Source: an optimization exercise on an open RTL-to-GDS flow (aim: a short achievable clock period and few clock cycles). Production flows keep margins and buffers that such runs may drop.
At most, simulation tests tie the RTL to the original design; equivalence was not proved.
Only the layout flow was run in run 2; the RTL was not checked for function there.
No activity file was given, so power comes from the tool's default toggle rates.

==> design.v <==
`default_nettype none
package vfifo_cfg_pkg;
	localparam int word_width = 32;
	localparam int addr_width = 12;
	localparam int burst_beats = 16;
	localparam int beat_width = $clog2(burst_beats);
	localparam int burst_bytes = burst_beats * word_width / 8;
	localparam int region_base = 0;
	localparam int region_words = 256;
	localparam int region_end = region_base + region_words * word_width / 8;
	localparam int max_occupancy = region_words;
	localparam int ring_slots = region_words / burst_beats;
	localparam int slot_width = $clog2(ring_slots);
	localparam int buf_depth = 2 * burst_beats;
	localparam int buf_ptr_width = $clog2(buf_depth);
	localparam int level_width = $clog2(buf_depth + 1);
	localparam int occ_width = $clog2(max_occupancy + 1);
	typedef logic [word_width-1:0] word_t;
endpackage
`default_nettype wire
`timescale 1ns/1ps
`default_nettype none
module stream_buffer #(
	parameter int width = 32
) (
	input logic clk_axi,
	input logic rst_axi_n,
	input logic [width-1:0] wr_data,
	input logic wr_en,
	input logic rd_allow,
	output logic rd_take,
	output logic [width-1:0] rd_data,
	output logic rd_valid,
	input logic rd_ready
);
	localparam int depth = vfifo_cfg_pkg::buf_depth;
	localparam int cnt_width = vfifo_cfg_pkg::level_width;
	localparam int queue = 3;
	logic [width-1:0] mem [depth];
	logic [depth-1:0] wr_sel;
	logic [depth-1:0] rd_sel;
	logic [cnt_width-1:0] count;
	logic [width-1:0] mem_word;
	logic [width-1:0] stage;
	logic stage_valid;
	logic [width-1:0] q [queue];
	logic [1:0] q_count;
	logic pop;
	assign pop = rd_valid && rd_ready;
	assign rd_data = q[0];
	assign rd_take = rd_allow && count != '0 &&
		(q_count == 2'd0 || q_count == 2'd1 || (q_count == 2'd2 && !stage_valid));
	always_comb begin
		mem_word = '0;
		for (int i = 0; i < depth; i++) begin
			mem_word = mem_word | ({width{rd_sel[i]}} & mem[i]);
		end
	end
	always_ff @(posedge clk_axi) begin
		for (int i = 0; i < depth; i++) begin
			if (wr_en && wr_sel[i]) begin
				mem[i] <= wr_data;
			end
		end
		if (rd_take) begin
			stage <= mem_word;
		end
		for (int i = 0; i < queue; i++) begin
			if (pop) begin
				q[i] <= (i + 1 < queue && i + 1 < int'(q_count)) ? q[(i + 1) % queue] : stage;
			end else begin
				q[i] <= (i < int'(q_count)) ? q[i] : stage;
			end
		end
	end
	always_ff @(posedge clk_axi) begin
		if (!rst_axi_n) begin
			wr_sel <= depth'(1);
			rd_sel <= depth'(1);
			count <= '0;
			stage_valid <= 1'b0;
			q_count <= '0;
			rd_valid <= 1'b0;
		end else begin
			if (wr_en) begin
				wr_sel <= {wr_sel[depth-2:0], wr_sel[depth-1]};
			end
			if (rd_take) begin
				rd_sel <= {rd_sel[depth-2:0], rd_sel[depth-1]};
			end
			count <= count + cnt_width'(wr_en) - cnt_width'(rd_take);
			stage_valid <= rd_take;
			q_count <= q_count - 2'(pop) + 2'(stage_valid);
			rd_valid <= q_count >= 2'd2 || stage_valid || (q_count == 2'd1 && !pop);
		end
	end
endmodule
`default_nettype wire
`timescale 1ns/1ps
`default_nettype none
module burst_writer (
	input logic clk_axi,
	input logic rst_axi_n,
	input logic commit,
	input logic slot_freed,
	output logic src_allow,
	input logic src_take,
	output logic [vfifo_cfg_pkg::addr_width-1:0] awaddr,
	output logic [7:0] awlen,
	output logic awvalid,
	input logic awready
);
	localparam int addr_width = vfifo_cfg_pkg::addr_width;
	localparam int burst_beats = vfifo_cfg_pkg::burst_beats;
	localparam int ring_slots = vfifo_cfg_pkg::ring_slots;
	localparam int slot_width = vfifo_cfg_pkg::slot_width;
	localparam int level_width = vfifo_cfg_pkg::level_width;
	logic [slot_width-1:0] slot;
	logic [1:0] pending;
	logic [slot_width:0] used;
	logic [level_width-1:0] credit;
	logic raise;
	assign awaddr = addr_width'({slot, 6'b0});
	assign awlen = 8'(burst_beats - 1);
	assign raise = (pending != '0 || commit) && used != (slot_width + 1)'(ring_slots) &&
		(!awvalid || awready);
	assign src_allow = credit != '0;
	always_ff @(posedge clk_axi) begin
		if (!rst_axi_n) begin
			slot <= '0;
			pending <= '0;
			used <= '0;
			credit <= '0;
			awvalid <= 1'b0;
		end else begin
			awvalid <= (awvalid && !awready) || raise;
			if (awvalid && awready) begin
				slot <= slot + 1'b1;
			end
			pending <= pending + 2'(commit) - 2'(raise);
			used <= used + (slot_width + 1)'(raise) - (slot_width + 1)'(slot_freed);
			credit <= credit + (commit ? level_width'(burst_beats) : '0) - level_width'(src_take);
		end
	end
endmodule
`default_nettype wire
`timescale 1ns/1ps
`default_nettype none
module burst_reader (
	input logic clk_axi,
	input logic rst_axi_n,
	input logic dst_pop,
	output vfifo_cfg_pkg::word_t dst_data,
	output logic dst_valid,
	output logic slot_written,
	output logic slot_freed,
	input logic [1:0] bresp,
	input logic bvalid,
	output logic bready,
	output logic [vfifo_cfg_pkg::addr_width-1:0] araddr,
	output logic [7:0] arlen,
	output logic arvalid,
	input logic arready,
	input vfifo_cfg_pkg::word_t rdata,
	input logic [1:0] rresp,
	input logic rlast,
	input logic rvalid,
	output logic rready
);
	localparam int addr_width = vfifo_cfg_pkg::addr_width;
	localparam int burst_beats = vfifo_cfg_pkg::burst_beats;
	localparam int beat_width = vfifo_cfg_pkg::beat_width;
	localparam int slot_width = vfifo_cfg_pkg::slot_width;
	localparam int buf_depth = vfifo_cfg_pkg::buf_depth;
	localparam int level_width = vfifo_cfg_pkg::level_width;
	logic [slot_width-1:0] slot;
	logic [slot_width:0] pending;
	logic [level_width-1:0] credit;
	logic [beat_width-1:0] beat;
	logic raise;
	assign bready = 1'b1;
	assign rready = 1'b1;
	assign araddr = addr_width'({slot, 6'b0});
	assign arlen = 8'(burst_beats - 1);
	assign slot_freed = dst_valid && beat == beat_width'(burst_beats - 1);
	assign raise = (pending != '0 || slot_written) && credit >= level_width'(burst_beats) &&
		(!arvalid || arready);
	always_ff @(posedge clk_axi) begin
		dst_data <= rdata;
	end
	always_ff @(posedge clk_axi) begin
		if (!rst_axi_n) begin
			slot <= '0;
			pending <= '0;
			credit <= level_width'(buf_depth);
			beat <= '0;
			arvalid <= 1'b0;
			dst_valid <= 1'b0;
			slot_written <= 1'b0;
		end else begin
			dst_valid <= rvalid;
			slot_written <= bvalid;
			if (dst_valid) begin
				beat <= beat + 1'b1;
			end
			arvalid <= (arvalid && !arready) || raise;
			if (arvalid && arready) begin
				slot <= slot + 1'b1;
			end
			pending <= pending + (slot_width + 1)'(slot_written) - (slot_width + 1)'(raise);
			credit <= credit + level_width'(dst_pop) - (raise ? level_width'(burst_beats) : '0);
		end
	end
endmodule
`default_nettype wire
`timescale 1ns/1ps
`default_nettype none
module vfifo_top (
	input logic clk_axi,
	input logic rst_axi_n,
	input vfifo_cfg_pkg::word_t in_data,
	input logic in_valid,
	output logic in_ready,
	output vfifo_cfg_pkg::word_t out_data,
	output logic out_valid,
	input logic out_ready,
	output logic [vfifo_cfg_pkg::occ_width-1:0] occupancy,
	output logic [vfifo_cfg_pkg::addr_width-1:0] awaddr,
	output logic [7:0] awlen,
	output logic awvalid,
	input logic awready,
	output vfifo_cfg_pkg::word_t wdata,
	output logic wlast,
	output logic wvalid,
	input logic wready,
	input logic [1:0] bresp,
	input logic bvalid,
	output logic bready,
	output logic [vfifo_cfg_pkg::addr_width-1:0] araddr,
	output logic [7:0] arlen,
	output logic arvalid,
	input logic arready,
	input vfifo_cfg_pkg::word_t rdata,
	input logic [1:0] rresp,
	input logic rlast,
	input logic rvalid,
	output logic rready
);
	localparam int word_width = vfifo_cfg_pkg::word_width;
	localparam int burst_beats = vfifo_cfg_pkg::burst_beats;
	localparam int beat_width = vfifo_cfg_pkg::beat_width;
	localparam int buf_depth = vfifo_cfg_pkg::buf_depth;
	localparam int level_width = vfifo_cfg_pkg::level_width;
	localparam int slot_width = vfifo_cfg_pkg::slot_width;
	typedef vfifo_cfg_pkg::word_t word_t;
	word_t in_word;
	logic in_taken;
	logic [beat_width-1:0] in_beat;
	logic commit;
	logic [level_width-1:0] in_count;
	logic push;
	logic w_fired;
	logic [level_width-1:0] in_left;
	logic ingress_allow;
	logic ingress_take;
	word_t egress_data;
	logic egress_valid;
	logic egress_take;
	logic out_popped;
	logic slot_written;
	logic slot_freed;
	logic [slot_width:0] occ_bursts;
	assign push = in_valid && in_ready;
	assign commit = in_taken && in_beat == beat_width'(burst_beats - 1);
	assign in_left = in_count - level_width'(w_fired);
	always_ff @(posedge clk_axi) begin
		in_word <= in_data;
	end
	always_ff @(posedge clk_axi) begin
		if (!rst_axi_n) begin
			in_taken <= 1'b0;
			in_beat <= '0;
			in_count <= '0;
			in_ready <= 1'b1;
			w_fired <= 1'b0;
			out_popped <= 1'b0;
			occ_bursts <= '0;
		end else begin
			in_taken <= push;
			if (in_taken) begin
				in_beat <= in_beat + 1'b1;
			end
			in_count <= in_left + level_width'(push);
			in_ready <= push ? in_left < level_width'(buf_depth - 1) : in_left < level_width'(buf_depth);
			w_fired <= wvalid && wready;
			out_popped <= out_valid && out_ready;
			occ_bursts <= occ_bursts + (slot_width + 1)'(slot_written) - (slot_width + 1)'(slot_freed);
		end
	end
	assign occupancy = {occ_bursts, 4'b0};
	stream_buffer #(.width(word_width + 1)) ingress_buffer (
		.clk_axi(clk_axi),
		.rst_axi_n(rst_axi_n),
		.wr_data({in_beat == beat_width'(burst_beats - 1), in_word}),
		.wr_en(in_taken),
		.rd_allow(ingress_allow),
		.rd_take(ingress_take),
		.rd_data({wlast, wdata}),
		.rd_valid(wvalid),
		.rd_ready(wready)
	);
	burst_writer burst_writer_inst (
		.clk_axi(clk_axi),
		.rst_axi_n(rst_axi_n),
		.commit(commit),
		.slot_freed(slot_freed),
		.src_allow(ingress_allow),
		.src_take(ingress_take),
		.awaddr(awaddr),
		.awlen(awlen),
		.awvalid(awvalid),
		.awready(awready)
	);
	burst_reader burst_reader_inst (
		.clk_axi(clk_axi),
		.rst_axi_n(rst_axi_n),
		.dst_pop(out_popped),
		.dst_data(egress_data),
		.dst_valid(egress_valid),
		.slot_written(slot_written),
		.slot_freed(slot_freed),
		.bresp(bresp),
		.bvalid(bvalid),
		.bready(bready),
		.araddr(araddr),
		.arlen(arlen),
		.arvalid(arvalid),
		.arready(arready),
		.rdata(rdata),
		.rresp(rresp),
		.rlast(rlast),
		.rvalid(rvalid),
		.rready(rready)
	);
	stream_buffer #(.width(word_width)) egress_buffer (
		.clk_axi(clk_axi),
		.rst_axi_n(rst_axi_n),
		.wr_data(egress_data),
		.wr_en(egress_valid),
		.rd_allow(1'b1),
		.rd_take(egress_take),
		.rd_data(out_data),
		.rd_valid(out_valid),
		.rd_ready(out_ready)
	);
endmodule
`default_nettype wire
==> run.sh <==
#!/bin/bash
# synth_recipe.tcl (not shown) runs the flow's synth.tcl, then flattens the netlist and writes it again
# the make line also repeats each setting of config.mk as NAME=value (left out here)
make -C /OpenROAD-flow-scripts/flow DESIGN_CONFIG=/design/flow/config.mk WORK_HOME=/design/flow/orfs CLKGATE_MAP_FILE= SYNTH_SCRIPT=/design/flow/synth_recipe.tcl finish
==> config.mk <==
export PLATFORM = sky130hd
export DESIGN_NAME = vfifo_top
export DESIGN_NICKNAME = vfifo_top
export VERILOG_FILES = /design/flow/design.v
export SDC_FILE = /design/flow/constraint.sdc
export NUM_CORES = 4
export LEC_CHECK = 0
export ABC_CLOCK_PERIOD_IN_PS = 1800
export CAP_MARGIN = 20
export CORE_MARGIN = 2
export CORE_UTILIZATION = 40
export PLACE_DENSITY = 0.6
export SETUP_SLACK_MARGIN = 3.2
export SLEW_MARGIN = 20
==> constraint.sdc <==
create_clock -name core_clock -period 5.0 [get_ports {clk_axi}]
set_input_delay 1.0000 -clock core_clock [delete_from_list [all_inputs] [get_ports {clk_axi}]]
set_output_delay 1.0000 -clock core_clock [all_outputs]
set_load 0.01 [all_outputs]
==> run_summary.xml, run 1 <==
<?xml version="1.0" encoding="UTF-8"?>
<metrics>
  <group name="status">
    <metric name="status" unit="">complete, no violations</metric>
  </group>
  <group name="run">
    <metric name="maxCapViolations" unit="">0</metric>
  </group>
  <group name="route">
    <metric name="postRouteAntennaNets" unit="">0</metric>
    <metric name="totalWireLength" unit="mm">355</metric>
    <metric name="dr.first_iter.drc_count" unit="">10200</metric>
    <metric name="drt-pass1-iter-count" unit="">6</metric>
    <metric name="detail_route.drc_violations" unit="">0</metric>
    <metric name="routed-via-count" unit="">60800</metric>
    <metric name="drt-vias-per-instance" unit="">6.39</metric>
    <metric name="drt-wirelength-per-cell" unit="µm">37.3</metric>
  </group>
  <group name="die">
    <metric name="die_footprint" unit="mm²">0.237</metric>
    <metric name="rows" unit="">177</metric>
    <metric name="initial_core_util" unit="%">40.1</metric>
    <metric name="die_ht" unit="µm">486</metric>
    <metric name="boundaryPins" unit="">199</metric>
    <metric name="die_width" unit="µm">486</metric>
    <metric name="core_box_area" unit="mm²">0.232</metric>
  </group>
  <group name="grt">
    <metric name="gr-usage-all-layers" unit="%">28.1</metric>
    <metric name="antenna_violations_before_repair" unit="">28</metric>
    <metric name="grt_start_max_net_pins" unit="">87</metric>
    <metric name="global_route.overflow_total" unit="">0</metric>
    <metric name="wire_length_of_the_first_global_routing_pass" unit="mm">459</metric>
    <metric name="first_global_vias" unit="">56500</metric>
  </group>
  <group name="cells_and_area">
    <metric name="drive_above_1_share" unit="%">30.6</metric>
    <metric name="final_core_occ" unit="%">51.1</metric>
    <metric name="fin_nets" unit="">6400</metric>
    <metric name="fillcell_total" unit="">18400</metric>
    <metric name="mostFrequentLayoutCells" unit="">edfxtp_1, a22oi_1, buf_4, clkbuf_16, dfxtp_1</metric>
    <metric name="layout.cells.most_common" unit="">edfxtp_1</metric>
    <metric name="area_growth" unit="%">27.3</metric>
    <metric name="layoutNonFillerInstCount" unit="">9516</metric>
    <metric name="final_cell_area" unit="mm²">0.119</metric>
  </group>
  <group name="yosys">
    <metric name="ys_ff_latch" unit="">2611</metric>
    <metric name="synth_ff_type" unit="">edfxtp_1</metric>
    <metric name="synth.avg_cell_area" unit="µm²">17.2</metric>
    <metric name="yosys_warnings" unit="">9</metric>
    <metric name="synth_cells" unit="">5427</metric>
    <metric name="synth_seq_area_share" unit="%">79.9</metric>
    <metric name="synthArstFlopShare" unit="%">0</metric>
    <metric name="mappedNetlistArea" unit="mm²">0.0931</metric>
    <metric name="synth_edf_count" unit="">2210</metric>
    <metric name="post_synth_num_cell_types" unit="">53</metric>
  </group>
  <group name="critical_path">
    <metric name="critPathSlowestCell" unit="">or3_1</metric>
    <metric name="cell_chain_critical_path" unit="">inv_2, ha_1, or4bb_4, o211ai_4, clkinvlp_4, buf_4, buf_6, ha_4, inv_2, ha_4, fa_2, nor2b_4, o21a_1, or3_1, a21oi_1</metric>
    <metric name="critPathMaxFanout" unit="">2</metric>
    <metric name="critical_path_arrival" unit="ns">3.55</metric>
    <metric name="worst_setup_path_start_kind" unit="">register</metric>
    <metric name="timing_worst_setup_path_type" unit="">reg2reg</metric>
    <metric name="crit_path_end_kind" unit="">register</metric>
    <metric name="crit_path_max_incr_delay" unit="ns">0.37</metric>
    <metric name="worst-r2r-cell-count" unit="">15</metric>
    <metric name="required" unit="ns">5.83</metric>
  </group>
  <group name="timing">
    <metric name="final-setup-viol-count" unit="">0</metric>
    <metric name="clock_tree_skew_after_final_layout" unit="ns">0.0640</metric>
    <metric name="timing_hold_violations_final" unit="">0</metric>
    <metric name="fmaxAchievable" unit="GHz">0.367</metric>
    <metric name="finalMaxSlewViolations" unit="">0</metric>
    <metric name="setup_repair_after_global_routing_missed_its_margin" unit="">true</metric>
    <metric name="rel_slew_slack" unit="%">27.6</metric>
    <metric name="slew_at_the_pin_with_the_worst_max_slew_slack" unit="ns">1.08</metric>
    <metric name="hold_ws" unit="ns">0.475</metric>
    <metric name="finalCriticalPeriod" unit="ns">2.72</metric>
    <metric name="setup_tns" unit="ns">0</metric>
    <metric name="crit_path_setup_slack_layout" unit="ns">2.28</metric>
    <metric name="layout_worst_path_cycle_share" unit="%">54.5</metric>
  </group>
  <group name="min_path">
    <metric name="min_path_type" unit="">reg2reg</metric>
    <metric name="worst_hold_path.num_cells" unit="">2</metric>
  </group>
  <group name="cts">
    <metric name="cts-htree-levels" unit="">5</metric>
    <metric name="cts.clk_slew.worst_paths" unit="ns">0.06</metric>
    <metric name="number_of_buffers_created_by_cts" unit="">287</metric>
    <metric name="cts_sinks" unit="">2611</metric>
    <metric name="cts_root_buffer" unit="">clkbuf_16</metric>
    <metric name="worst_skew_pair.late_latency" unit="ns">0.96</metric>
    <metric name="clk_path_buf_depth" unit="">4</metric>
    <metric name="cts_hold_repair.buffers" unit="">0</metric>
    <metric name="cts_tree" unit="">yes</metric>
  </group>
  <group name="placement">
    <metric name="portBuffers" unit="">155</metric>
    <metric name="placed_cells" unit="">8400</metric>
    <metric name="postPlaceCellArea" unit="mm²">0.0987</metric>
    <metric name="post-dp-hpwl" unit="mm">149</metric>
    <metric name="pre_cts_slack" unit="ns">1.48</metric>
    <metric name="place.gp.congestion" unit="">0.804</metric>
  </group>
  <group name="pwr">
    <metric name="fin_total_pwr" unit="mW">57.3</metric>
    <metric name="power_per_cell_area" unit="mW/mm²">484</metric>
    <metric name="power.ir.vdd_worst" unit="V">0.000314</metric>
    <metric name="p_leak" unit="nW">39.5</metric>
  </group>
</metrics>
## critical path: cells and delay by family (launching register included)
kind	cells	cell delay, ns
adder cells (fa/ha/maj)	4	0.79
AO/OA/AOI/OAI	3	0.39
buffers and inverters	5	0.41
AND/OR/NAND/NOR	3	0.73
flip-flops	1	0.33
## flip-flops by register name, indices dropped and copies added (netlist names), 5 cells and up
name                        cells
egress_buffer.stage            32
burst_reader_inst.dst_data     32
ingress_buffer.stage           33
egress_buffer.mem            1024
burst_reader_inst.credit        6
in_count                        6
occ_bursts                      5
egress_buffer.q                96
ingress_buffer.rd_sel          32
egress_buffer.wr_sel           32
burst_writer_inst.credit        6
ingress_buffer.q               99
in_word                        32
ingress_buffer.wr_sel          32
egress_buffer.rd_sel           32
ingress_buffer.count            6
ingress_buffer.mem           1056
burst_writer_inst.used          5
egress_buffer.count             6
burst_reader_inst.pending       5
## worst paths after layout
| path | start | end | slack [ns] |
|---|---|---|---|
| worst max-delay path | ingress_buffer.count[2] | burst_writer_inst.credit[5] | 2.28 |
| worst min-delay path | in_count[5] | in_count[5] | 0.48 |
| worst max register to register | ingress_buffer.count[2] | burst_writer_inst.credit[5] | 2.28 |
| worst min register to register | in_count[5] | in_count[5] | 0.48 |
## synthesized netlist by cell type (5+ instances only)
master,number,area share (%)
dfxtp_1,401,8.6
a21oi_1,115,0.62
a21o_1,6,0.048
buf_2,20,0.11
xor2_1,19,0.18
nand4_1,267,1.8
nor3_1,12,0.064
and3_1,5,0.034
clkbuf_8,20,0.30
edfxtp_1,2210,71
nand2b_1,9,0.060
inv_1,73,0.29
mux2i_1,36,0.39
o21ai_0,12,0.064
buf_4,53,0.43
clkbuf_1,273,1.1
mux2_2,131,1.6
fa_1,6,0.13
or4_1,65,0.52
nor2_1,272,1.1
nand2_1,86,0.35
ha_1,62,0.83
a22oi_1,1040,8.4
and2_1,80,0.54
nor2b_1,5,0.034
o22ai_1,65,0.44
nand3_1,12,0.064
xnor2_1,18,0.17
## per-layer routing
layer,track usage [%],up-vias,wire length [µm]
met3,7.64,1341,51200
met1,36.0,30700,120000
met4,16.5,26,29700
li1,-,23500,-
met5,0,-,174
met2,42.9,5212,154000
## what timing repair did
action                                  in CTS  in global routing
endpoints found under the setup margin    2628               1499
cloned                                      72                 29
endpoints found under the hold margin        0                  0
gates resized for setup                   1053                277
buffers inserted                           381                124
pin swaps                                  225                192
## power breakdown
part	leakage, nW	internal [mW]	switching [mW]
registers	23.4	25.4	1.31
logic	11.6	4.75	4.98
clock network	4.49	12.3	8.52
total	39.5	42.5	14.8
## kinds of logic after synthesis
| logic type | Yosys count | synth area share (%) |
|---|---|---|
| other | 2 | 0.00806 |
| flip-flops | 2611 | 79.9 |
| XOR/XNOR | 37 | 0.348 |
| multiplexers | 167 | 1.97 |
| adder cells (fa/ha/maj) | 68 | 0.962 |
| AO/OA/AOI/OAI | 1262 | 9.76 |
| AND/OR/NAND/NOR | 830 | 4.71 |
| buffers and inverters | 450 | 2.35 |
## area by class of cell
class / count / area [µm²] / share of cell area [%]
multi-input cells: 2439 / 20000 / 16.9
repair buffers: 841 / 10500 / 8.89
well taps: 3043 / 3810 / 3.21
diodes: 6 / 15.0 / 0.0127
inverters: 73 / 332 / 0.280
clock buffers: 391 / 8020 / 6.76
clock inverters: 111 / 1110 / 0.934
repair inverters: 1 / 7.51 / 0.00633
flip-flops and latches: 2611 / 74700 / 63.0
Testbench counts, summed over its fixed seeds: cycles 17,205.
==> inputs of run 2 (changes only) <==
--- a/design.v
+++ b/design.v
@@ -36,3 +36,2 @@
 	localparam int depth = vfifo_cfg_pkg::buf_depth;
-	localparam int cnt_width = vfifo_cfg_pkg::level_width;
 	localparam int queue = 3;
@@ -41,3 +40,3 @@
 	logic [depth-1:0] rd_sel;
-	logic [cnt_width-1:0] count;
+	logic [depth-1:0] fill;
 	logic [width-1:0] mem_word;
@@ -50,3 +49,3 @@
 	assign rd_data = q[0];
-	assign rd_take = rd_allow && count != '0 &&
+	assign rd_take = rd_allow && fill[0] &&
 		(q_count == 2'd0 || q_count == 2'd1 || (q_count == 2'd2 && !stage_valid));
@@ -79,3 +78,3 @@
 			rd_sel <= depth'(1);
-			count <= '0;
+			fill <= '0;
 			stage_valid <= 1'b0;
@@ -90,3 +89,7 @@
 			end
-			count <= count + cnt_width'(wr_en) - cnt_width'(rd_take);
+			if (wr_en && !rd_take) begin
+				fill <= {fill[depth-2:0], 1'b1};
+			end else if (rd_take && !wr_en) begin
+				fill <= {1'b0, fill[depth-1:1]};
+			end
 			stage_valid <= rd_take;
@@ -116,7 +119,6 @@
 	localparam int slot_width = vfifo_cfg_pkg::slot_width;
-	localparam int level_width = vfifo_cfg_pkg::level_width;
 	logic [slot_width-1:0] slot;
 	logic [1:0] pending;
-	logic [slot_width:0] used;
-	logic [level_width-1:0] credit;
+	logic [ring_slots-1:0] used;
+	logic [2*burst_beats-1:0] credit;
 	logic raise;
@@ -124,5 +126,5 @@
 	assign awlen = 8'(burst_beats - 1);
-	assign raise = (pending != '0 || commit) && used != (slot_width + 1)'(ring_slots) &&
+	assign raise = (pending != '0 || commit) && !used[ring_slots-1] &&
 		(!awvalid || awready);
-	assign src_allow = credit != '0;
+	assign src_allow = credit[0];
 	always_ff @(posedge clk_axi) begin
@@ -140,4 +142,13 @@
 			pending <= pending + 2'(commit) - 2'(raise);
-			used <= used + (slot_width + 1)'(raise) - (slot_width + 1)'(slot_freed);
-			credit <= credit + (commit ? level_width'(burst_beats) : '0) - level_width'(src_take);
+			if (raise && !slot_freed) begin
+				used <= {used[ring_slots-2:0], 1'b1};
+			end else if (slot_freed && !raise) begin
+				used <= {1'b0, used[ring_slots-1:1]};
+			end
+			case ({commit, src_take})
+				2'b01: credit <= {1'b0, credit[2*burst_beats-1:1]};
+				2'b10: credit <= {credit[burst_beats-1:0], {burst_beats{1'b1}}};
+				2'b11: credit <= {credit[burst_beats:0], {(burst_beats-1){1'b1}}};
+				default: ;
+			endcase
 		end
@@ -173,7 +184,7 @@
 	localparam int slot_width = vfifo_cfg_pkg::slot_width;
+	localparam int ring_slots = vfifo_cfg_pkg::ring_slots;
 	localparam int buf_depth = vfifo_cfg_pkg::buf_depth;
-	localparam int level_width = vfifo_cfg_pkg::level_width;
 	logic [slot_width-1:0] slot;
-	logic [slot_width:0] pending;
-	logic [level_width-1:0] credit;
+	logic [ring_slots-1:0] pending;
+	logic [buf_depth-1:0] credit;
 	logic [beat_width-1:0] beat;
@@ -185,3 +196,3 @@
 	assign slot_freed = dst_valid && beat == beat_width'(burst_beats - 1);
-	assign raise = (pending != '0 || slot_written) && credit >= level_width'(burst_beats) &&
+	assign raise = (pending[0] || slot_written) && credit[burst_beats-1] &&
 		(!arvalid || arready);
@@ -194,3 +205,3 @@
 			pending <= '0;
-			credit <= level_width'(buf_depth);
+			credit <= '1;
 			beat <= '0;
@@ -209,4 +220,13 @@
 			end
-			pending <= pending + (slot_width + 1)'(slot_written) - (slot_width + 1)'(raise);
-			credit <= credit + level_width'(dst_pop) - (raise ? level_width'(burst_beats) : '0);
+			if (slot_written && !raise) begin
+				pending <= {pending[ring_slots-2:0], 1'b1};
+			end else if (raise && !slot_written) begin
+				pending <= {1'b0, pending[ring_slots-1:1]};
+			end
+			case ({raise, dst_pop})
+				2'b01: credit <= {credit[buf_depth-2:0], 1'b1};
+				2'b10: credit <= {{burst_beats{1'b0}}, credit[buf_depth-1:burst_beats]};
+				2'b11: credit <= {{(burst_beats-1){1'b0}}, credit[buf_depth-1:burst_beats-1]};
+				default: ;
+			endcase
 		end
@@ -259,6 +279,5 @@
 	logic commit;
-	logic [level_width-1:0] in_count;
+	logic [buf_depth-1:0] in_count;
 	logic push;
 	logic w_fired;
-	logic [level_width-1:0] in_left;
 	logic ingress_allow;
@@ -274,3 +293,2 @@
 	assign commit = in_taken && in_beat == beat_width'(burst_beats - 1);
-	assign in_left = in_count - level_width'(w_fired);
 	always_ff @(posedge clk_axi) begin
@@ -292,4 +310,12 @@
 			end
-			in_count <= in_left + level_width'(push);
-			in_ready <= push ? in_left < level_width'(buf_depth - 1) : in_left < level_width'(buf_depth);
+			if (push && !w_fired) begin
+				in_count <= {in_count[buf_depth-2:0], 1'b1};
+			end else if (w_fired && !push) begin
+				in_count <= {1'b0, in_count[buf_depth-1:1]};
+			end
+			if (push) begin
+				in_ready <= w_fired ? !in_count[buf_depth-1] : !in_count[buf_depth-2];
+			end else begin
+				in_ready <= w_fired || !in_count[buf_depth-1];
+			end
 			w_fired <= wvalid && wready;
--- a/config.mk
+++ b/config.mk
@@ -7,8 +7,8 @@
 export LEC_CHECK = 0
-export ABC_CLOCK_PERIOD_IN_PS = 1800
+export ABC_CLOCK_PERIOD_IN_PS = 2000
 export CAP_MARGIN = 20
 export CORE_MARGIN = 2
-export CORE_UTILIZATION = 40
-export PLACE_DENSITY = 0.6
-export SETUP_SLACK_MARGIN = 3.2
+export CORE_UTILIZATION = 65
+export PLACE_DENSITY = 0.75
+export SETUP_SLACK_MARGIN = 3.0
 export SLEW_MARGIN = 20
==> run 2 against run 1 <==
  * Combinational power down 88%
  * Clock power down 5%
  * Largest cell class unchanged
  * Clock skew up 0.0088 ns
  * Fmax up 0.66%
  * Critical path depth down 14
  * Sequential share of layout area up 5.5 points
  * Clock-buffer cell count unchanged
  * Sequential power down 5%
  * Register-to-register slack better by 0.39 ns
  * Largest power group unchanged
  * Synthesized cell count up 13%
  * Core utilization up 24 points
  * First-iteration DRC count down 3.3%
==> run_summary.xml, run 2 <==
<?xml version="1.0" encoding="UTF-8"?>
<metrics>
  <group name="route">
    <metric name="drt-vias-per-instance" unit="">7.06</metric>
    <metric name="totalWireLength" unit="mm">291</metric>
    <metric name="postRouteAntennaNets" unit="">0</metric>
    <metric name="drt-wirelength-per-cell" unit="µm">33.7</metric>
    <metric name="routed-via-count" unit="">61100</metric>
    <metric name="dr.first_iter.drc_count" unit="">9847</metric>
    <metric name="drt-pass1-iter-count" unit="">8</metric>
    <metric name="detail_route.drc_violations" unit="">0</metric>
  </group>
  <group name="grt">
    <metric name="wire_length_of_the_first_global_routing_pass" unit="mm">405</metric>
    <metric name="first_global_vias" unit="">58000</metric>
    <metric name="global_route.overflow_total" unit="">0</metric>
    <metric name="antenna_violations_before_repair" unit="">12</metric>
    <metric name="gr-usage-all-layers" unit="%">37.2</metric>
    <metric name="grt_start_max_net_pins" unit="">160</metric>
  </group>
  <group name="cts">
    <metric name="cts_root_buffer" unit="">clkbuf_16</metric>
    <metric name="cts_sinks" unit="">2763</metric>
    <metric name="cts.clk_slew.worst_paths" unit="ns">0.06</metric>
    <metric name="clk_path_buf_depth" unit="">4</metric>
    <metric name="number_of_buffers_created_by_cts" unit="">280</metric>
    <metric name="worst_skew_pair.late_latency" unit="ns">0.93</metric>
    <metric name="cts_tree" unit="">yes</metric>
    <metric name="cts-htree-levels" unit="">5</metric>
    <metric name="cts_hold_repair.buffers" unit="">0</metric>
  </group>
  <group name="yosys">
    <metric name="yosysTopAreaCellShare" unit="%">67.4</metric>
    <metric name="synth_top_area_cell" unit="">edfxtp_1</metric>
    <metric name="synth.avg_cell_area" unit="µm²">16.0</metric>
    <metric name="post_synth_num_cell_types" unit="">49</metric>
    <metric name="ys_top_cells_by_count" unit="">edfxtp_1, a22oi_1, dfxtp_1</metric>
    <metric name="synth.area.top_cells" unit="">edfxtp_1, dfxtp_1, a22oi_1</metric>
    <metric name="synthArstFlopShare" unit="%">0</metric>
    <metric name="synth_cells" unit="">6147</metric>
    <metric name="yosys_warnings" unit="">9</metric>
    <metric name="synth_ff_type" unit="">edfxtp_1</metric>
    <metric name="yosysMostFrequentCell" unit="">edfxtp_1</metric>
    <metric name="synth_edf_count" unit="">2210</metric>
    <metric name="ys_ff_latch" unit="">2763</metric>
    <metric name="mappedNetlistArea" unit="mm²">0.0984</metric>
    <metric name="synth_seq_area_share" unit="%">78.7</metric>
  </group>
  <group name="critical_path">
    <metric name="cell_chain_critical_path" unit="">buf_2</metric>
    <metric name="worst_setup_path_start_kind" unit="">register</metric>
    <metric name="required" unit="ns">4.00</metric>
    <metric name="timing_worst_setup_path_type" unit="">reg2out</metric>
    <metric name="crit_path_end_kind" unit="">output pin</metric>
    <metric name="critPathSlowestCell" unit="">edfxtp_1</metric>
    <metric name="critPathMaxFanout" unit="">1</metric>
    <metric name="crit_path_max_incr_delay" unit="ns">0.59</metric>
    <metric name="critPathTopFamily" unit="">flip-flops</metric>
    <metric name="critical_path_depth" unit="">1</metric>
    <metric name="cp-endpoint" unit="">out_data[1]</metric>
    <metric name="worstSetupStartpoint" unit="">egress_buffer.q[0][1]</metric>
    <metric name="reg2reg_to" unit="">occ_bursts[4]</metric>
    <metric name="startpoint_of_the_most_critical_register_to_register_path" unit="">burst_reader_inst.beat[1]</metric>
    <metric name="reg2reg_slack" unit="ns">2.67</metric>
    <metric name="worst-r2r-cell-count" unit="">12</metric>
    <metric name="worstPathBufferInverterCount" unit="">1</metric>
    <metric name="critical_path_arrival" unit="ns">1.71</metric>
  </group>
  <group name="timing">
    <metric name="hold_ws" unit="ns">0.457</metric>
    <metric name="layout_worst_path_cycle_share" unit="%">54.1</metric>
    <metric name="setup_repair_after_global_routing_missed_its_margin" unit="">true</metric>
    <metric name="setup_tns" unit="ns">0</metric>
    <metric name="fmaxAchievable" unit="GHz">0.370</metric>
    <metric name="timing_hold_violations_final" unit="">0</metric>
    <metric name="final-setup-viol-count" unit="">0</metric>
    <metric name="crit_path_setup_slack_layout" unit="ns">2.29</metric>
    <metric name="finalMaxSlewViolations" unit="">0</metric>
    <metric name="rel_slew_slack" unit="%">27.0</metric>
    <metric name="clock_tree_skew_after_final_layout" unit="ns">0.0728</metric>
    <metric name="slew_at_the_pin_with_the_worst_max_slew_slack" unit="ns">1.09</metric>
    <metric name="finalCriticalPeriod" unit="ns">2.71</metric>
  </group>
  <group name="pwr">
    <metric name="p_sw" unit="mW">9.32</metric>
    <metric name="clock_power_share" unit="%">42.9</metric>
    <metric name="p_leak" unit="nW">36.9</metric>
    <metric name="power.ir.vdd_worst" unit="V">0.000453</metric>
    <metric name="power.share.combinational" unit="%">2.6</metric>
    <metric name="fin_total_pwr" unit="mW">46.4</metric>
    <metric name="p_sw_share" unit="%">20.1</metric>
    <metric name="p_seq_share" unit="%">54.5</metric>
    <metric name="internal_power" unit="mW">37.1</metric>
    <metric name="power_per_cell_area" unit="mW/mm²">409</metric>
  </group>
  <group name="cells_and_area">
    <metric name="largest_register_ffs" unit="">1056</metric>
    <metric name="fillcell_total" unit="">8286</metric>
    <metric name="layout.area.seq" unit="mm²">0.0777</metric>
    <metric name="mostFrequentLayoutCells" unit="">edfxtp_1, a22oi_1, nor2_1, dfxtp_1, a21oi_1</metric>
    <metric name="area_growth" unit="%">15.3</metric>
    <metric name="layout.cells.most_common" unit="">edfxtp_1</metric>
    <metric name="registers_with_the_most_flip_flops" unit="">ingress_buffer.mem: 1056 flops, egress_buffer.mem: 1024 flops, ingress_buffer.q: 99 flops</metric>
    <metric name="largest-register" unit="">ingress_buffer.mem</metric>
    <metric name="drive_above_1_share" unit="%">16.8</metric>
    <metric name="area_of_the_multi_input_gates" unit="mm²">0.0198</metric>
    <metric name="fin_nets" unit="">6535</metric>
  </group>
  <group name="status">
    <metric name="status" unit="">complete, no violations</metric>
  </group>
  <group name="die">
    <metric name="die_footprint" unit="mm²">0.155</metric>
    <metric name="die_width" unit="µm">393</metric>
    <metric name="boundaryPins" unit="">199</metric>
    <metric name="core_box_area" unit="mm²">0.150</metric>
    <metric name="die_ht" unit="µm">393</metric>
    <metric name="rows" unit="">142</metric>
    <metric name="initial_core_util" unit="%">65.5</metric>
  </group>
  <group name="placement">
    <metric name="portBuffers" unit="">155</metric>
    <metric name="post-dp-hpwl" unit="mm">147</metric>
    <metric name="pre_cts_slack" unit="ns">1.53</metric>
    <metric name="place.gp.congestion" unit="">0.843</metric>
  </group>
  <group name="min_path">
    <metric name="worst_hold_path.num_cells" unit="">2</metric>
    <metric name="min_path_type" unit="">reg2reg</metric>
  </group>
  <group name="run">
    <metric name="maxCapViolations" unit="">0</metric>
  </group>
</metrics>
run 2: cell count changes in the layout (fill, tap and decap cells not counted), moves of 116 or more:
cell / change
a21oi_1: +196
buf_4: -193
dfxtp_1: +162
nor2_1: +205
a22oi_1: +271
nand2_1: +116
mux2i_1: +120
buf_12: -117
a22oi_2: -270
run 2: cell type report:
cell class / instances / area share [%]
sequential: 2763 / 68.5
multi-input combinational: 2944 / 17.5
clock buffer: 391 / 6.96
timing repair buffer: 423 / 4.06
tap: 2016 / 2.22
clock inverter: 90 / 0.641
inverter: 24 / 0.133
antenna: 6 / 0.0132
run 2: cells by family (layout without fill, tap and decap cells):
family / Yosys count / count (layout) / share of synthesized area (%)
other: 2 / 44 / 0.00763
DFF: 2763 / 2763 / 78.7
muxes: 279 / 279 / 3.00
adders and majority gates: 21 / 21 / 0.275
AOI/OAI and AO/OA: 1476 / 1476 / 10.4
buffers and inverters: 480 / 928 / 2.05
and+or+nand+nor: 1107 / 1111 / 5.40
xor gates and xnor gates: 19 / 19 / 0.169
run 2: repair_timing:
action / 4_1_cts / 5_1_grt
setup endpoints to repair: 2002 / 342
buffers inserted: 85 / 37
pin swaps: 15 / 29
gates resized for setup: 679 / 111
gates cloned: 8 / 5
run 2: layer usage:
metal	global-route usage (%)	up-vias	wire length, µm
met5	0	-	72
met2	58.0	5219	133000
met4	19.1	10	18800
li1	-	24800	-
met3	10.6	1213	44900
met1	48.2	29900	94100
run 2: how the worst min path moves through the flow:
stage / from / to / slack, ns
floorplan: ingress_buffer.wr_sel[0] / ingress_buffer.wr_sel[0] / 0.43
global route: burst_writer_inst.credit[19] / burst_writer_inst.credit[19] / 0.48
finish: egress_buffer.q[2][0] / egress_buffer.q[1][0] / 0.46
global placement: ingress_buffer.rd_sel[29] / ingress_buffer.rd_sel[29] / 0.44
detailed placement: ingress_buffer.rd_sel[12] / ingress_buffer.rd_sel[12] / 0.45
CTS: burst_reader_inst.credit[7] / burst_reader_inst.credit[8] / 0.45
run 2: worst reg2reg max path: cells and delay by family (launching register included):
family	cells	cell delay [ns]
AOI/OAI and AO/OA	2	0.23
adders and majority gates	4	0.89
and+or+nand+nor	3	0.49
DFF	1	0.36
buffers and inverters	3	0.22
run 2: power groups by stage:
stage          Sequential (mW)  Combinational [mW]  Clock, mW
2_1_floorplan             25.7               0.587          0
4_1_cts                   25.3                1.03       19.9
3_3_place_gp              25.8               0.835          0
5_1_grt                   25.3                1.28       20.9
6_report                  25.3                1.21       19.9
3_5_place_dp              25.8               0.853          0
run 2: through the flow:
| step | instances | area (µm²) | utilization (%) |
|---|---|---|---|
| after CTS | 8606 | 112000 | 74.9 |
| final | 8657 | 113000 | 75.5 |
| after global routing | 8651 | 113000 | 75.5 |
| after floorplan | 6183 | 98900 | - |
| after global placement | 8032 | 102000 | 67.9 |
| after detailed placement | 8032 | 102000 | 67.9 |
==> inputs of run 3 (changes only) <==
--- a/design.v
+++ b/design.v
@@ -47,3 +47,9 @@
 	logic pop;
+	logic head_hold;
+	logic head_next;
+	logic head_stage;
 	assign pop = rd_valid && rd_ready;
+	assign head_hold = !pop && q_count != 2'd0;
+	assign head_next = pop && q_count >= 2'd2;
+	assign head_stage = !head_hold && !head_next;
 	assign rd_data = q[0];
@@ -66,3 +72,3 @@
 		end
-		for (int i = 0; i < queue; i++) begin
+		for (int i = 1; i < queue; i++) begin
 			if (pop) begin
@@ -73,2 +79,4 @@
 		end
+		q[0] <= ({width{head_hold}} & q[0]) | ({width{head_next}} & q[1]) |
+			({width{head_stage}} & stage);
 	end
==> run 3 against run 2 <==
  * Clock power is essentially flat
  * Critical path depth did not move
  * Core utilization up 1.0 points
  * Global-route usage increased by 1.3 points
  * Synthesized area increased by 0.94%
  * Sequential share of layout area is 1.6 points lower
  * Combinational power increased by 14%
  * Fmax grew 11%
  * Power up 0.42%
==> run_summary.xml, run 3 <==
<?xml version="1.0" encoding="UTF-8"?>
<metrics>
  <group name="status">
    <metric name="status" unit="">complete, no violations</metric>
  </group>
  <group name="critical_path">
    <metric name="critical_path_arrival" unit="ns">1.43</metric>
    <metric name="cp-endpoint" unit="">out_data[5]</metric>
    <metric name="crit_path_max_incr_delay" unit="ns">0.39</metric>
    <metric name="timing_worst_setup_path_type" unit="">reg2out</metric>
    <metric name="crit_path_end_kind" unit="">output pin</metric>
    <metric name="cell_chain_critical_path" unit="">buf_6</metric>
    <metric name="worst_setup_path_start_kind" unit="">register</metric>
    <metric name="reg2reg_slack" unit="ns">2.77</metric>
    <metric name="critPathTopFamily" unit="">flip-flops</metric>
    <metric name="critPathMaxFanout" unit="">3</metric>
    <metric name="reg2reg_to" unit="">occ_bursts[4]</metric>
    <metric name="startpoint_of_the_most_critical_register_to_register_path" unit="">burst_reader_inst.beat[1]</metric>
    <metric name="worstPathBufferInverterCount" unit="">1</metric>
    <metric name="critPathSlowestCell" unit="">dfxtp_4</metric>
    <metric name="worstSetupStartpoint" unit="">egress_buffer.q[0][5]</metric>
    <metric name="critical_path_depth" unit="">1</metric>
    <metric name="worst-r2r-cell-count" unit="">12</metric>
    <metric name="required" unit="ns">4.00</metric>
  </group>
  <group name="die">
    <metric name="die_width" unit="µm">395</metric>
    <metric name="initial_core_util" unit="%">65.4</metric>
    <metric name="boundaryPins" unit="">199</metric>
    <metric name="die_ht" unit="µm">395</metric>
    <metric name="core_box_area" unit="mm²">0.152</metric>
    <metric name="rows" unit="">143</metric>
    <metric name="die_footprint" unit="mm²">0.156</metric>
  </group>
  <group name="timing">
    <metric name="finalMaxSlewViolations" unit="">0</metric>
    <metric name="clock_tree_skew_after_final_layout" unit="ns">0.0611</metric>
    <metric name="final-setup-viol-count" unit="">0</metric>
    <metric name="rel_slew_slack" unit="%">23.2</metric>
    <metric name="finalCriticalPeriod" unit="ns">2.43</metric>
    <metric name="layout_worst_path_cycle_share" unit="%">48.7</metric>
    <metric name="setup_tns" unit="ns">0</metric>
    <metric name="timing_hold_violations_final" unit="">0</metric>
    <metric name="fmaxAchievable" unit="GHz">0.411</metric>
    <metric name="setup_repair_after_global_routing_missed_its_margin" unit="">true</metric>
    <metric name="crit_path_setup_slack_layout" unit="ns">2.57</metric>
    <metric name="slew_at_the_pin_with_the_worst_max_slew_slack" unit="ns">1.15</metric>
  </group>
  <group name="route">
    <metric name="drt-wirelength-per-cell" unit="µm">34.8</metric>
    <metric name="postRouteAntennaNets" unit="">0</metric>
    <metric name="detail_route.drc_violations" unit="">0</metric>
    <metric name="routed-via-count" unit="">63400</metric>
    <metric name="dr.first_iter.drc_count" unit="">10600</metric>
    <metric name="drt-pass1-iter-count" unit="">6</metric>
    <metric name="drt-vias-per-instance" unit="">7.16</metric>
    <metric name="totalWireLength" unit="mm">308</metric>
  </group>
  <group name="cells_and_area">
    <metric name="largest-register" unit="">ingress_buffer.mem</metric>
    <metric name="fillcell_total" unit="">8113</metric>
    <metric name="registers_with_the_most_flip_flops" unit="">ingress_buffer.mem: 1056 flops, egress_buffer.mem: 1024 flops, ingress_buffer.q: 99 flops</metric>
    <metric name="area_of_the_multi_input_gates" unit="mm²">0.0211</metric>
    <metric name="layout.cells.most_common" unit="">edfxtp_1</metric>
    <metric name="drive_above_1_share" unit="%">20.4</metric>
    <metric name="layout.area.seq" unit="mm²">0.0778</metric>
    <metric name="mostFrequentLayoutCells" unit="">edfxtp_1, a22oi_1, dfxtp_1, nor2_1, a21oi_1</metric>
    <metric name="fin_nets" unit="">6709</metric>
    <metric name="area_growth" unit="%">17.1</metric>
    <metric name="largest_register_ffs" unit="">1056</metric>
  </group>
  <group name="yosys">
    <metric name="ys_top_cells_by_count" unit="">edfxtp_1, a22oi_1, dfxtp_1</metric>
    <metric name="yosys_warnings" unit="">9</metric>
    <metric name="yosysMostFrequentCell" unit="">edfxtp_1</metric>
    <metric name="synth_compound_area_share" unit="%">10.4</metric>
    <metric name="ys_ff_latch" unit="">2763</metric>
    <metric name="synth.avg_cell_area" unit="µm²">16.0</metric>
    <metric name="post_synth_num_cell_types" unit="">48</metric>
    <metric name="synth_edf_count" unit="">2210</metric>
    <metric name="synth_ff_type" unit="">edfxtp_1</metric>
    <metric name="synth.area.top_cells" unit="">edfxtp_1, dfxtp_1, a22oi_1</metric>
    <metric name="synth_seq_area_share" unit="%">78.0</metric>
    <metric name="synth_cells" unit="">6220</metric>
    <metric name="yosysTopAreaCellShare" unit="%">66.8</metric>
    <metric name="simple_gate_fraction_of_synth_area" unit="%">5.42</metric>
    <metric name="synth.area.mux_share" unit="%">3.71</metric>
    <metric name="mappedNetlistArea" unit="mm²">0.0993</metric>
    <metric name="synth_adder_area_share" unit="%">0.272</metric>
    <metric name="yosys.area_share.xor_xnor" unit="%">0.168</metric>
    <metric name="synthArstFlopShare" unit="%">0</metric>
    <metric name="synth_top_area_cell" unit="">edfxtp_1</metric>
    <metric name="synth_top_family_by_area" unit="">compound AO/OA/AOI/OAI gates</metric>
  </group>
  <group name="cts">
    <metric name="cts_sinks" unit="">2763</metric>
    <metric name="worst_skew_pair.late_latency" unit="ns">0.93</metric>
    <metric name="cts_hold_repair.buffers" unit="">0</metric>
    <metric name="cts.clk_slew.worst_paths" unit="ns">0.06</metric>
    <metric name="clk_path_buf_depth" unit="">4</metric>
    <metric name="number_of_buffers_created_by_cts" unit="">279</metric>
    <metric name="cts-htree-levels" unit="">5</metric>
    <metric name="cts_root_buffer" unit="">clkbuf_16</metric>
    <metric name="cts_tree" unit="">yes</metric>
  </group>
  <group name="pwr">
    <metric name="power_per_cell_area" unit="mW/mm²">401</metric>
    <metric name="p_leak" unit="nW">38.0</metric>
    <metric name="power.ir.vdd_worst" unit="V">0.000416</metric>
  </group>
  <group name="grt">
    <metric name="first_global_vias" unit="">60200</metric>
    <metric name="antenna_violations_before_repair" unit="">20</metric>
    <metric name="global_route.overflow_total" unit="">0</metric>
    <metric name="grt_start_max_net_pins" unit="">176</metric>
    <metric name="gr-usage-all-layers" unit="%">38.5</metric>
    <metric name="wire_length_of_the_first_global_routing_pass" unit="mm">426</metric>
  </group>
  <group name="placement">
    <metric name="post-dp-hpwl" unit="mm">146</metric>
    <metric name="place.gp.congestion" unit="">0.830</metric>
    <metric name="pre_cts_slack" unit="ns">1.56</metric>
    <metric name="portBuffers" unit="">155</metric>
  </group>
  <group name="min_path">
    <metric name="min_path_type" unit="">in2reg</metric>
  </group>
  <group name="run">
    <metric name="maxCapViolations" unit="">0</metric>
  </group>
</metrics>
==> run 3: cell types whose count changed after synthesis, moves of 4 or more <==
| cell | delta |
|---|---|
| a21oi_1 | +4 |
| a22oi_1 | +65 |
| buf_1 | +7 |
| buf_2 | -5 |
| clkbuf_1 | +10 |
| mux2_2 | +65 |
| nand2_1 | +62 |
| nand3_1 | +66 |
| nor2_1 | -132 |
| o22ai_1 | -65 |
==> run 3: layout make-up <==
cell class                      instances  area share, %
Sequential cell                      2763           66.9
Multi-Input combinational cell       3011           18.1
Clock buffer                          400           6.75
Timing Repair Buffer                  528           5.25
Tap cell                             2030           2.18
Clock inverter                         81          0.605
Inverter                               24          0.165
Timing Repair inverter                  3         0.0215
Antenna cell                            8         0.0172
==> run 3: kinds of logic after synthesis <==
kind of cell             after synthesis
flip-flops                          2763
AO/OA/AOI/OAI                       1474
AND/OR/NAND/NOR                     1103
buffers and inverters                494
multiplexers                         344
adder cells (fa/ha/maj)               21
XOR/XNOR                              19
other                                  2
==> run 3: worst min-delay path by stage <==
stage	from	end	slack [ns]	depth (start not counted)
after global placement	ingress_buffer.wr_sel[0]	ingress_buffer.wr_sel[0]	0.44	1
after global routing	arready	burst_reader_inst.slot[1]	0.45	3
after CTS	burst_reader_inst.credit[11]	burst_reader_inst.credit[12]	0.45	2
final	arready	burst_reader_inst.slot[1]	0.45	3
after floorplan	ingress_buffer.wr_sel[0]	ingress_buffer.wr_sel[0]	0.43	1
after detailed placement	burst_reader_inst.credit[7]	burst_reader_inst.credit[8]	0.45	2
==> run 3: what timing repair did <==
| action | in CTS | in global routing |
|---|---|---|
| endpoints found under the setup margin | 2351 | 437 |
| hold endpoints to repair | 0 | 0 |
| buffers inserted | 162 | 66 |
| gates resized for setup | 896 | 121 |
| pin swaps | 28 | 37 |
| cloned | 22 | 9 |
==> run 3: metrics by stage <==
step	util, %	total power, mW	instances	instance area (µm²)	hold WS [ns]
2_1_floorplan	-	26.3	6256	100000	0.431
3_3_place_gp	67.8	26.7	8100	103000	0.440
3_5_place_dp	67.8	26.8	8100	103000	0.453
4_1_cts	75.7	46.3	8765	115000	0.451
5_1_grt	76.5	47.6	8840	116000	0.449
6_report	76.6	46.6	8848	116000	0.446
==> run 3: per-layer routing <==
metal	wire length (µm)	up-vias	track usage, %
li1	-	25300	-
met1	101000	31000	51.7
met2	134000	5900	56.3
met3	56800	1189	15.7
met4	15800	24	16.0
met5	191	-	0
==> run 3: report_power, final <==
group / switching, mW / internal [mW] / leakage, nW / total (mW)
Sequential: 0.331 / 25.0 / 24.6 / 25.3
Clock: 8.39 / 11.5 / 4.18 / 19.9
Combinational: 0.748 / 0.630 / 9.27 / 1.38
Testbench counts of run 3, summed over its fixed seeds: cycles 17,205.
==> inputs of run 4 (changes only) <==
--- a/config.mk
+++ b/config.mk
@@ -10,4 +10,4 @@
 export CORE_MARGIN = 2
-export CORE_UTILIZATION = 65
-export PLACE_DENSITY = 0.75
+export CORE_UTILIZATION = 80
+export PLACE_DENSITY = 0.88
 export SETUP_SLACK_MARGIN = 3.0
==> run 4 against run 3 <==
  * Synthesized area stayed put
  * The flow now stops in global routing
  * Synthesized cell count stayed put
==> run_summary.xml, run 4 <==
<?xml version="1.0" encoding="UTF-8"?>
<metrics>
  <group name="timing">
    <metric name="worst_endpoint_kind" unit="">top-level output</metric>
    <metric name="grt-worst-endpoint" unit="">out_data[4]</metric>
  </group>
  <group name="yosys">
    <metric name="post_synth_num_cell_types" unit="">48</metric>
    <metric name="synthArstFlopShare" unit="%">0</metric>
    <metric name="mappedNetlistArea" unit="mm²">0.0993</metric>
    <metric name="yosysMostFrequentCell" unit="">edfxtp_1</metric>
    <metric name="ys_top_cells_by_count" unit="">edfxtp_1, a22oi_1, dfxtp_1</metric>
    <metric name="synth_top_area_cell" unit="">edfxtp_1</metric>
    <metric name="synth_top_family_by_area" unit="">compound AO/OA/AOI/OAI gates</metric>
    <metric name="synth_seq_area_share" unit="%">78.0</metric>
    <metric name="synth_cells" unit="">6220</metric>
    <metric name="simple_gate_fraction_of_synth_area" unit="%">5.42</metric>
    <metric name="synth.avg_cell_area" unit="µm²">16.0</metric>
    <metric name="yosys.area_share.xor_xnor" unit="%">0.168</metric>
    <metric name="synth_edf_count" unit="">2210</metric>
    <metric name="ys_ff_latch" unit="">2763</metric>
    <metric name="synth.area.mux_share" unit="%">3.71</metric>
    <metric name="synth_compound_area_share" unit="%">10.4</metric>
    <metric name="synth.area.top_cells" unit="">edfxtp_1, dfxtp_1, a22oi_1</metric>
    <metric name="synth_ff_type" unit="">edfxtp_1</metric>
    <metric name="synth_adder_area_share" unit="%">0.272</metric>
    <metric name="yosysTopAreaCellShare" unit="%">66.8</metric>
    <metric name="yosys_warnings" unit="">9</metric>
  </group>
  <group name="placement">
    <metric name="portBuffers" unit="">155</metric>
    <metric name="place.gp.congestion" unit="">0.854</metric>
    <metric name="pre_cts_slack" unit="ns">1.32</metric>
    <metric name="post-dp-hpwl" unit="mm">153</metric>
  </group>
  <group name="cts">
    <metric name="number_of_buffers_created_by_cts" unit="">240</metric>
    <metric name="cts_root_buffer" unit="">clkbuf_16</metric>
    <metric name="clk_path_buf_depth" unit="">3</metric>
    <metric name="cts_sinks" unit="">2763</metric>
    <metric name="cts_hold_repair.buffers" unit="">0</metric>
    <metric name="cts-htree-levels" unit="">4</metric>
  </group>
  <group name="die">
    <metric name="rows" unit="">129</metric>
    <metric name="die_width" unit="µm">356</metric>
    <metric name="initial_core_util" unit="%">80.4</metric>
    <metric name="boundaryPins" unit="">199</metric>
    <metric name="die_ht" unit="µm">356</metric>
  </group>
  <group name="grt">
    <metric name="grt_start_max_net_pins" unit="">128</metric>
    <metric name="gr-usage-all-layers" unit="%">101</metric>
    <metric name="global_route.overflow_total" unit="">5751</metric>
  </group>
  <group name="status">
    <metric name="status" unit="">stopped before the end</metric>
    <metric name="outcome.stop_stage" unit="">global routing</metric>
    <metric name="flow.first_error" unit="">[ERROR GRT-0232] Routing congestion too high. Check the congestion heatmap in the GUI.</metric>
  </group>
</metrics>
run 4: cell counts after synthesis:
No cell type changed its count.
run 4: power by group through the flow:
stage / clock network, mW / logic (mW) / registers (mW)
CTS: 19.1 / 1.36 / 25.3
detailed placement: 0 / 0.976 / 25.8
global placement: 0 / 0.937 / 25.7
floorplan: 0 / 0.653 / 25.7
run 4: routing by layer:
layer | track usage [%] | GRT overflow
met1 | 97.1 | 661
met2 | 110 | 2852
met3 | 94.3 | 565
met4 | 108 | 1561
met5 | 84.7 | 112
run 4: how the worst max path moves through the flow:
stage                                     to             startpoint  slack, ns
3_5_place_dp          egress_buffer.q[1][24]              out_ready       1.32
3_3_place_gp          egress_buffer.q[1][22]              out_ready       1.37
2_1_floorplan  burst_reader_inst.pending[11]                arready       2.51
4_1_cts                          out_data[4]  egress_buffer.q[0][4]       2.61
run 4: what timing repair did:
item,CTS
resized for setup,979
cloned,26
endpoints found under the setup margin,2338
pin swaps,48
setup buffers,221
run 4: stage by stage:
stage	hold slack [ns]	area, µm²	instances
CTS	0.464	115000	8420
detailed placement	0.448	103000	7715
global placement	0.439	103000	7715
floorplan	0.431	100000	6256
run 4: kinds of logic after synthesis:
kind of cell | after synthesis
DFF | 2763
AOI/OAI and AO/OA | 1474
and+or+nand+nor | 1103
buffers and inverters | 494
muxes | 344
adders and majority gates | 21
xor gates and xnor gates | 19
other | 2

==> what the ideal ports hide <==
In the flow no input, the clock included, has a driving cell. The finished layouts below were timed again as built, in two steps.
Step 1 (the two cells are an assumption about what drives the block):
set clk [get_ports {clk_axi}]
set_driving_cell -lib_cell sky130_fd_sc_hd__clkbuf_16 $clk
set_driving_cell -lib_cell sky130_fd_sc_hd__buf_2 [delete_from_list [all_inputs] $clk]
Step 2 also shifts input and output timing later by t, the mid clock arrival at the registers, as if the neighbouring blocks saw the same clock.
Three values: ideal, step 1, step 2; two values: the first two.
run	shift t [ns]	setup slack, ns	worst hold slack (ns)	worst setup path at the end
run 1	1.022	2.277 / 2.250 / 1.870	0.475 / 0.419 / 0.475	input to register
run 2	0.978	2.294 / 2.211 / 2.089	0.457 / 0.418 / 0.457	input to register
run 3	0.990	2.566 / 2.477 / 1.834	0.446 / 0.381 / 0.459	input to register
After both steps every run listed still meets setup and hold. For run 3, which loses most, drivers alone change the setup slack by -0.089 ns; drivers and shift together by -0.732 ns.
